This is an optimization exercise on Yosys and OpenROAD, whose aim is small area, a short achievable clock period and few clock cycles per item, not a production implementation. No functional check of the RTL was part of any run shown here. Power and IR drop assume default switching activity.

==> flow/design.v (outline; a module is shown in full before it is edited, if it fits) <==
// module booth_recoder: 16 lines
// module booth_mult_top: 1443 lines
module booth_mult_top (
	input  logic                          clk,
	input  logic                          reset,
	input  logic                          in_valid,
	input  logic signed [16-1:0] multiplicand,
	input  logic signed [16-1:0] multiplier,
	output logic                          out_valid,
	output logic signed [32-1:0] product
);
  // ...
==> flow/flow/run.sh <==
#!/bin/bash
# Layout flow: the standard ORFS flow (standard.sh) with three changes:
#  - port buffers are buf_1 instead of the delay buffer that buffer_ports picks by default;
#  - clock tree: larger sink clusters of clkbuf_8 leaves and no dummy loads;
#  - power recovery after global routing (downsizes cells off the critical paths).
# Every tool's output goes to the ORFS logs under orfs/ and to standard.log here.
set -euo pipefail
export BUFFER_PORTS_ARGS="-buffer_cell sky130_fd_sc_hd__buf_1"
export CTS_ARGS="-sink_clustering_enable -repair_clock_nets -buf_list sky130_fd_sc_hd__clkbuf_8 -sink_clustering_size 20 -sink_clustering_max_diameter 60 -dont_use_dummy_load"
export RECOVER_POWER=0
bash standard.sh > standard.log 2>&1
==> flow/standard.sh <==
#!/bin/bash
# synth_recipe.tcl (not shown) runs the flow's synth.tcl, then flattens the netlist and writes it again
# the make line also repeats each setting of config.mk as NAME=value (left out here)
make -C /OpenROAD-flow-scripts/flow DESIGN_CONFIG=/design/flow/config.mk WORK_HOME=/design/flow/orfs CLKGATE_MAP_FILE= SYNTH_SCRIPT=/design/flow/synth_recipe.tcl "${@:-finish}"
==> flow/config.mk <==
export PLATFORM = sky130hd
export DESIGN_NAME = booth_mult_top
export DESIGN_NICKNAME = booth_mult_top
export VERILOG_FILES = /design/flow/design.v
export SDC_FILE = /design/flow/constraint.sdc
export NUM_CORES = 4
export LEC_CHECK = 0
export CAP_MARGIN = 20
export CORE_MARGIN = 2
export CORE_UTILIZATION = 40
export SETUP_SLACK_MARGIN = 3.3
export SLEW_MARGIN = 20
==> flow/constraint.sdc <==
create_clock -name core_clock -period 5.5 [get_ports {clk}]
set_input_delay 1.1000 -clock core_clock [delete_from_list [all_inputs] [get_ports {clk}]]
set_output_delay 1.1000 -clock core_clock [all_outputs]
set_load 0.01 [all_outputs]
==> impl_metrics.json, run 1 <==
{
  "final_cells": 1320,
  "syn_to_final_growth_pct": 10.6,
  "crit_path_cell_trace": "ha_4 -> a211o_1 -> a41o_4 -> a31oi_4 -> nand2_4 -> a32o_2 -> o22a_2 -> xor2_1",
  "wire_per_inst_um": 16.6,
  "synth_top_family_by_area": "adder cells",
  "outcome": "no timing/DRC/antenna violations",
  "synth_seq_cells": 230,
  "ys_top_cells_by_area": "dfxtp_1, fa_1, xnor2_1, a22oi_1, ha_1",
  "syn-num-nets": 1125,
  "cts-root-buf": "clkbuf_8",
  "final_antenna_net_count": 0,
  "met3_wirelength_mm": 1.12,
  "gr-total-overflow": 0,
  "drt_wl_total_mm": 22.0,
  "synth_compound_area_share_pct": 12.4,
  "top_usage_layer": "met2",
  "clock_power_share_pct": 13.1,
  "p_per_area_mw_per_mm2": 527,
  "grtUsageMet3_pct": 2.14,
  "stdcell_area_mm2": 0.0119,
  "grt_pass1_wl_mm": 36.1,
  "startpoint": "c176_q2$_DFF_P_",
  "drive_gt1_share_pct": 11.8,
  "num_rows": 60,
  "synthesis.instances": 948,
  "slew_headroom_pct": 53.8,
  "grt_pass1_vias": 6808,
  "dieHeight_um": 168,
  "max_stage_delay_ns": 0.34,
  "comb-power_mw": 2.78,
  "post-cts-setup-buffers": 4,
  "clkbuf_count": 20,
  "start_kind": "flip-flop",
  "synthSimpleGateAreaFrac_pct": 3.38,
  "use_met2_pct": 26.1
}
==> inputs of run 2 (changes only) <==
==> flow/flow/run.sh (replaced) <==
#!/bin/bash
# Layout flow: the standard ORFS flow (standard.sh), unchanged synthesis, with these changes:
#  - after synthesis, polarity.py re-chooses the polarity of full adders and xor gates so that
#    fewer inverters are needed (registers and all other cells are left as they are);
#  - port buffers are buf_1 instead of the delay buffer that buffer_ports picks by default;
#  - clock tree: sink clusters of up to 20 registers under clkbuf_8 leaves, no dummy loads.
# Each tool writes its full output to a log here: synth.log, polarity.log, standard.log
# (and ORFS's own logs under orfs/).
set -euo pipefail
R=orfs/results/sky130hd/booth_mult_top/base
bash standard.sh synth > synth.log 2>&1
cp $R/1_2_yosys.v $R/1_2_yosys_std.v
python3 flow/polarity.py $R/1_2_yosys_std.v $R/1_2_yosys.v > polarity.log 2>&1
rm -f $R/1_synth.odb $R/1_synth.sdc
export BUFFER_PORTS_ARGS="-buffer_cell sky130_fd_sc_hd__buf_1"
export CTS_ARGS="-sink_clustering_enable -repair_clock_nets -buf_list sky130_fd_sc_hd__clkbuf_8 -sink_clustering_size 20 -sink_clustering_max_diameter 60 -dont_use_dummy_load"
bash standard.sh > standard.log 2>&1
==> flow/flow/polarity.py (new file) <==
#!/usr/bin/env python3
"""Re-choose the polarity of full adders and xor gates in a mapped sky130 netlist so that fewer
inverters are needed.

usage: polarity.py IN.v OUT.v

A full adder with all three inputs inverted gives both outputs inverted, and an xor/xnor gate
can take in or give out either polarity by trading xor for xnor. Synthesis leaves inverters
between such cells; this picks a polarity per cell that needs the fewest inverters, removes the
old inverters and adds one inverter per net whose complement is still needed. Registers and
all other cells keep their polarity.
"""
import re
import sys
from collections import defaultdict

src = open(sys.argv[1]).read()
m = re.search(r'^(.*?\n)(\s*sky130_fd_sc_hd__.*?;\n)(\s*endmodule.*)$', src, re.S)
head = src[:src.index('  sky130_fd_sc_hd__')]
tail = src[src.rindex(');') + 3:]
cells = []
for cm in re.finditer(r'^\s*(sky130_fd_sc_hd__(\w+))\s+(\S+)\s*\((.*?)\);', src, re.S | re.M):
    pins = [(p, n.strip()) for p, n in re.findall(r'\.(\w+)\(([^()]*)\)', cm.group(4))]
    cells.append({'type': cm.group(1), 'base': cm.group(2), 'name': cm.group(3), 'pins': pins})

OUTP = {'X', 'Y', 'Q', 'Q_N', 'SUM', 'COUT', 'HI', 'LO'}
ports = set()
for d in re.findall(r'^\s*(?:input|output)\s+(?:\[[^\]]*\]\s*)?(\S+);', head, re.M):
    ports.add(d)


def is_port_net(n):
    base = n.split('[')[0].strip().lstrip('\\')
    return base in ports


def kind(c):
    b = c['base']
    if re.match(r'(clk)?inv_\d+$', b):
        return 'inv'
    if re.match(r'fa_\d+$', b):
        return 'fa'
    if re.match(r'x(n)?or2_\d+$', b):
        return 'xor'
    return 'fixed'


driver = {}
for i, c in enumerate(cells):
    for p, n in c['pins']:
        if p in OUTP:
            driver[n] = (i, p)

# inverters whose output is a port stay as they are
for c in cells:
    c['kind'] = kind(c)
    if c['kind'] == 'inv' and is_port_net(dict(c['pins'])['Y']):
        c['kind'] = 'fixed'


def root(n):
    """(root net, parity) following removable inverters back"""
    par = 0
    while n in driver and cells[driver[n][0]]['kind'] == 'inv':
        n = dict(cells[driver[n][0]]['pins'])['A']
        par ^= 1
    return n, par


# loads: (cell index, pin, root, parity)
loads = []
for i, c in enumerate(cells):
    if c['kind'] == 'inv':
        continue
    for p, n in c['pins']:
        if p in OUTP:
            continue
        if n.startswith("1'b") or n == '':
            loads.append((i, p, n, 0))
            continue
        r, par = root(n)
        loads.append((i, p, r, par))
# output ports driven through inverters are kept by the fixed inverters above; ports driven
# directly keep their driver.

flip = [0] * len(cells)
flippable = [i for i, c in enumerate(cells) if c['kind'] in ('fa', 'xor')]
by_root = defaultdict(list)
for k, (i, p, r, par) in enumerate(loads):
    by_root[r].append(k)
cell_loads = defaultdict(list)   # loads on cell i's inputs
for k, (i, p, r, par) in enumerate(loads):
    cell_loads[i].append(k)
cell_roots = defaultdict(set)    # roots driven by cell i
for n, (i, p) in driver.items():
    if cells[i]['kind'] != 'inv':
        cell_roots[i].add(n)


def drv_flip(r):
    if r in driver:
        i = driver[r][0]
        return flip[i]
    return 0


def need(k):
    """1 if load k needs the complement of what its root net carries"""
    i, p, r, par = loads[k]
    if r.startswith("1'b"):
        return 0
    if cells[i]['kind'] == 'xor':
        return 0
    want = par ^ (flip[i] if cells[i]['kind'] == 'fa' else 0)
    return want ^ drv_flip(r)


def root_cost(r):
    return 1 if any(need(k) for k in by_root[r]) else 0


def cost_around(i):
    rs = set(cell_roots[i])
    for k in cell_loads[i]:
        rs.add(loads[k][2])
    return sum(root_cost(r) for r in rs if not r.startswith("1'b"))


total = sum(root_cost(r) for r in by_root if not r.startswith("1'b"))
start = sum(1 for c in cells if c['kind'] == 'inv')
# local search: single-cell flips, sideways moves allowed, annealed; keep the best found
import math
import random
rng = random.Random(1)
cur = total
best = cur
best_flip = list(flip)
iters = int(__import__("os").environ.get("POL_ITERS", "40000"))
for it in range(iters):
    temp = 0.6 * (1 - it / iters) + 0.01
    i = flippable[rng.randrange(len(flippable))]
    before = cost_around(i)
    flip[i] ^= 1
    d = cost_around(i) - before
    if d <= 0 or rng.random() < math.exp(-d / temp):
        cur += d
        if cur < best:
            best = cur
            best_flip = list(flip)
    else:
        flip[i] ^= 1
flip = best_flip
passes = iters
total = sum(root_cost(r) for r in by_root if not r.startswith("1'b"))

# ---- emit ----
inv_of = {}
new_wires = []


def complement(r):
    if r not in inv_of:
        k = len(inv_of)
        n = f'polinv_{k}_n'
        inv_of[r] = n
        new_wires.append(n)
    return inv_of[r]


out_cells = []
for i, c in enumerate(cells):
    if c['kind'] == 'inv':
        continue
    pins = []
    xor_par = 0
    for p, n in c['pins']:
        if p in OUTP:
            pins.append((p, n))
            continue
        if n.startswith("1'b") or n == '':
            pins.append((p, n))
            continue
        r, par = root(n)
        have = drv_flip(r)
        if c['kind'] == 'xor':
            xor_par ^= par ^ have
            pins.append((p, r))
        else:
            want = par ^ (flip[i] if c['kind'] == 'fa' else 0)
            pins.append((p, complement(r) if want ^ have else r))
    typ = c['type']
    if c['kind'] == 'xor':
        if xor_par ^ flip[i]:
            typ = typ.replace('__xor2', '__XX').replace('__xnor2', '__xor2').replace('__XX', '__xnor2')
            # xor2 drives X, xnor2 drives Y
            outp = 'X' if '__xor2' in typ else 'Y'
            pins = [((outp if p in ('X', 'Y') else p), n) for p, n in pins]
    out_cells.append((typ, c['name'], pins))
for r, n in inv_of.items():
    out_cells.append(('sky130_fd_sc_hd__inv_1', f'polinv_{n.split("_")[1]}', [('A', r), ('Y', n)]))

lines = [head.rstrip('\n')]
for n in new_wires:
    lines.append(f'  wire {n};')
for typ, name, pins in out_cells:
    lines.append(f'  {typ} {name} (')
    lines.append(',\n'.join(f'    .{p}({n} )' if n.startswith('\\') else f'    .{p}({n})' for p, n in pins))
    lines.append('  );')
lines.append(tail.lstrip('\n').rstrip('\n'))
open(sys.argv[2], 'w').write('\n'.join(lines) + '\n')
sys.stderr.write(f'polarity: {start} inverters before, {len(inv_of)} after, '
                 f'{sum(flip)} of {len(flippable)} cells flipped, {passes} passes\n')
==> impl_metrics.json, run 2 <==
{
  "outcome": "no timing/DRC/antenna violations",
  "stdcell_area_mm2": 0.0116,
  "portBuffers": 67,
  "largest_reg_flops": 32,
  "vias": 6528,
  "clock_sinks": 230,
  "gr-total-overflow": 0,
  "antenna_found_initial": 0,
  "cp.arrival_ns": 2.75,
  "peakVddDrop_mv": 0.308,
  "drt_wl_total_mm": 22.2,
  "slew_headroom_pct": 50.5,
  "hold_viol": 0,
  "io_pins": 68,
  "fillers": 2416,
  "grt_pass1_wl_mm": 36.2,
  "clk_pin_slew_worst_paths_ns": 0.11,
  "r2r_start": "neg_r_0_q2$_DFF_P_",
  "maxCapViolCount": 0,
  "wire_per_inst_um": 17.5,
  "syn-num-nets": 1082,
  "die_area_mm2": 0.0278,
  "placed_area_mm2": 0.0110,
  "postCtsHoldBufs": 0,
  "first_iter_violations": 470,
  "mostFrequentLayoutCells": "dfxtp_1, xnor2_1, a22oi_1, fa_1, buf_1",
  "cts-htree-levels": 1,
  "min_to": "c180_q2$_DFF_P_",
  "r2r_slack_ns": 3.21,
  "seq_area_mm2": 0.00469,
  "cp_max_fo": 6,
  "clock_skew_ns": 0.0645,
  "tns_ns": 0,
  "critPathCaptureType": "flip-flop",
  "synth_area_mm2": 0.0106,
  "final_antenna_net_count": 0,
  "drive_gt1_share_pct": 12.6,
  "num_rows": 59,
  "vias_per_cell": 5.15,
  "coreArea_mm2": 0.0261,
  "worstHoldPathCells": 0,
  "num_antenna_cells": 0,
  "gp_congestion": 0.788,
  "hpwl_mm": 15.4,
  "fin_nets": 1112,
  "setup_ws_ns": 3.21,
  "top_register": "product",
  "fmax_mhz": 438,
  "mostFrequentLayoutCell": "dfxtp_1",
  "tightest_slew_ns": 0.742,
  "dieHeight_um": 167,
  "p_leak_nw": 4.56,
  "cts_tree": "done",
  "start_kind": "flip-flop",
  "dp_slack_ns": 2.88,
  "fin_crit_ns": 2.29,
  "cts-root-buf": "clkbuf_8",
  "hold_path.class": "flip-flop to flip-flop",
  "worstHoldStart": "c180_q1$_DFF_P_",
  "synth_warnings": 2,
  "clockBufferDepth": 3,
  "rsz0062_at_grt": "true",
  "cts_buffers": 21,
  "synthesis.instances": 905,
  "initial_core_util_pct": 40.7,
  "drc": 0,
  "slew_viol_final": 0,
  "grt_pass1_vias": 6700,
  "track_usage_pct": 16.1,
  "reg.largest.list": "product (32), md_r (16)",
  "required_ns": 5.96,
  "clkLatencyLatePin_ns": 0.56,
  "p_per_area_mw_per_mm2": 533,
  "power.total_mw": 6.21,
  "multi_input_area_mm2": 0.00578,
  "worstSetupPathType": "flip-flop to flip-flop",
  "r2r-end": "product[26]$_DFF_P_",
  "die_w_um": 167,
  "fin_crit_sh_pct": 41.6,
  "grt_max_degree": 21,
  "firstDrtPassIters": 5,
  "r2r_cells": 9,
  "finalSetupViolCount": 0,
  "syn_to_final_growth_pct": 9.79,
  "syn_area_per_cell_um2": 11.7,
  "hold_ws_ns": 0.323
}
## run 2: cell count changes in the layout (fill, tap and decap cells not counted), sizes merged
| cell | before | now |
|---|---|---|
| inv | 72 | 29 |
| xnor2 | 107 | 131 |
| xor2 | 58 | 34 |
| buf | 82 | 77 |
| clkbuf | 20 | 22 |
## run 2: how the worst max path moves through the flow
stage | slack, ns | from | end | cells after the start
after floorplan | 3.29 | neg_r[0]$_DFF_P_ | s95_q1$_DFF_P_ | 6
after global placement | 2.95 | one_r[0]$_DFF_P_ | s95_q1$_DFF_P_ | 5
after detailed placement | 2.88 | pp_0_0_q2$_DFF_P_ | product[30]$_DFF_P_ | 9
after CTS | 3.16 | pp_0_0_q2$_DFF_P_ | product[26]$_DFF_P_ | 9
after global routing | 3.11 | neg_r_0_q2$_DFF_P_ | product[20]$_DFF_P_ | 9
final | 3.21 | neg_r_0_q2$_DFF_P_ | product[26]$_DFF_P_ | 9
## run 2: final cells by class
cell class	count	share of cell area [%]
timing repair buffer	78	3.03
inverter	29	0.935
sequential	230	40.3
tap	335	3.60
clock buffer	21	2.48
multi-input combinational	575	49.7
## run 2: report_power, final
| group | leakage, nW | total, mW | internal, mW | switching (mW) |
|---|---|---|---|---|
| sequential | 1.94 | 2.67 | 2.32 | 0.348 |
| combinational | 2.47 | 2.68 | 1.28 | 1.40 |
| clock | 0.151 | 0.850 | 0.341 | 0.509 |
| total | 4.56 | 6.21 | 3.95 | 2.26 |
## run 2: what timing repair did
action,CTS,global route
setup endpoints to repair,69,35
setup buffers,4,4
gates cloned,0,0
resized for setup,58,41
pin swaps,11,18
## run 2: layer usage
metal / vias up / share of wire [%] / GRT usage, %
met4: 0 / 2.6 / 4.99
met1: 3182 / 45 / 22.4
met2: 215 / 45 / 25.3
met5: - / 0 / 0
li1: 3088 / - / -
met3: 43 / 7.1 / 3.42
## run 2: per-stage QoR
step	instances	utilization, %
3_3_place_gp	1239	42.3
4_1_cts	1264	44.0
3_5_place_dp	1239	42.3
6_report	1268	44.7
2_1_floorplan	905	-
5_1_grt	1268	44.7
## run 2: worst max-delay path: stages (launching register included)
cell and delay (ns):
dfxtp_2 0.34, ha_4 0.16, ha_4 0.15, a211o_1 0.30
a41o_4 0.30, a31oi_4 0.23, nand2_4 0.12, a32o_2 0.29
o22a_2 0.19, xor2_1 0.13

## static timing again, ports no longer ideal
The flow's constraints put no driver on any port. The routed layouts listed below were extracted and timed again, unchanged, in two steps. Step 1 (the two cells are an assumption about what drives the block):
set clk [get_ports {clk}]
set_driving_cell -lib_cell sky130_fd_sc_hd__clkbuf_16 $clk
set_driving_cell -lib_cell sky130_fd_sc_hd__buf_2 [delete_from_list [all_inputs] $clk]
Step 2 also shifts input and output timing later by t, the mid clock arrival at the registers, as if the neighbouring blocks saw the same clock. Three values: ideal, step 1, step 2; two values: the first two.
| run | t (ns) | setup slack, ns | hold slack, ns | worst register clock-pin slew, ns |
|---|---|---|---|---|
| run 1 | 0.545 | 3.261 / 3.261 / 3.261 | 0.313 / 0.313 / 0.313 | 0.11 / 0.11 |
| run 2 | 0.570 | 3.214 / 3.214 / 3.214 | 0.323 / 0.323 / 0.323 | 0.11 / 0.11 |
After both steps every run listed still meets setup and hold.
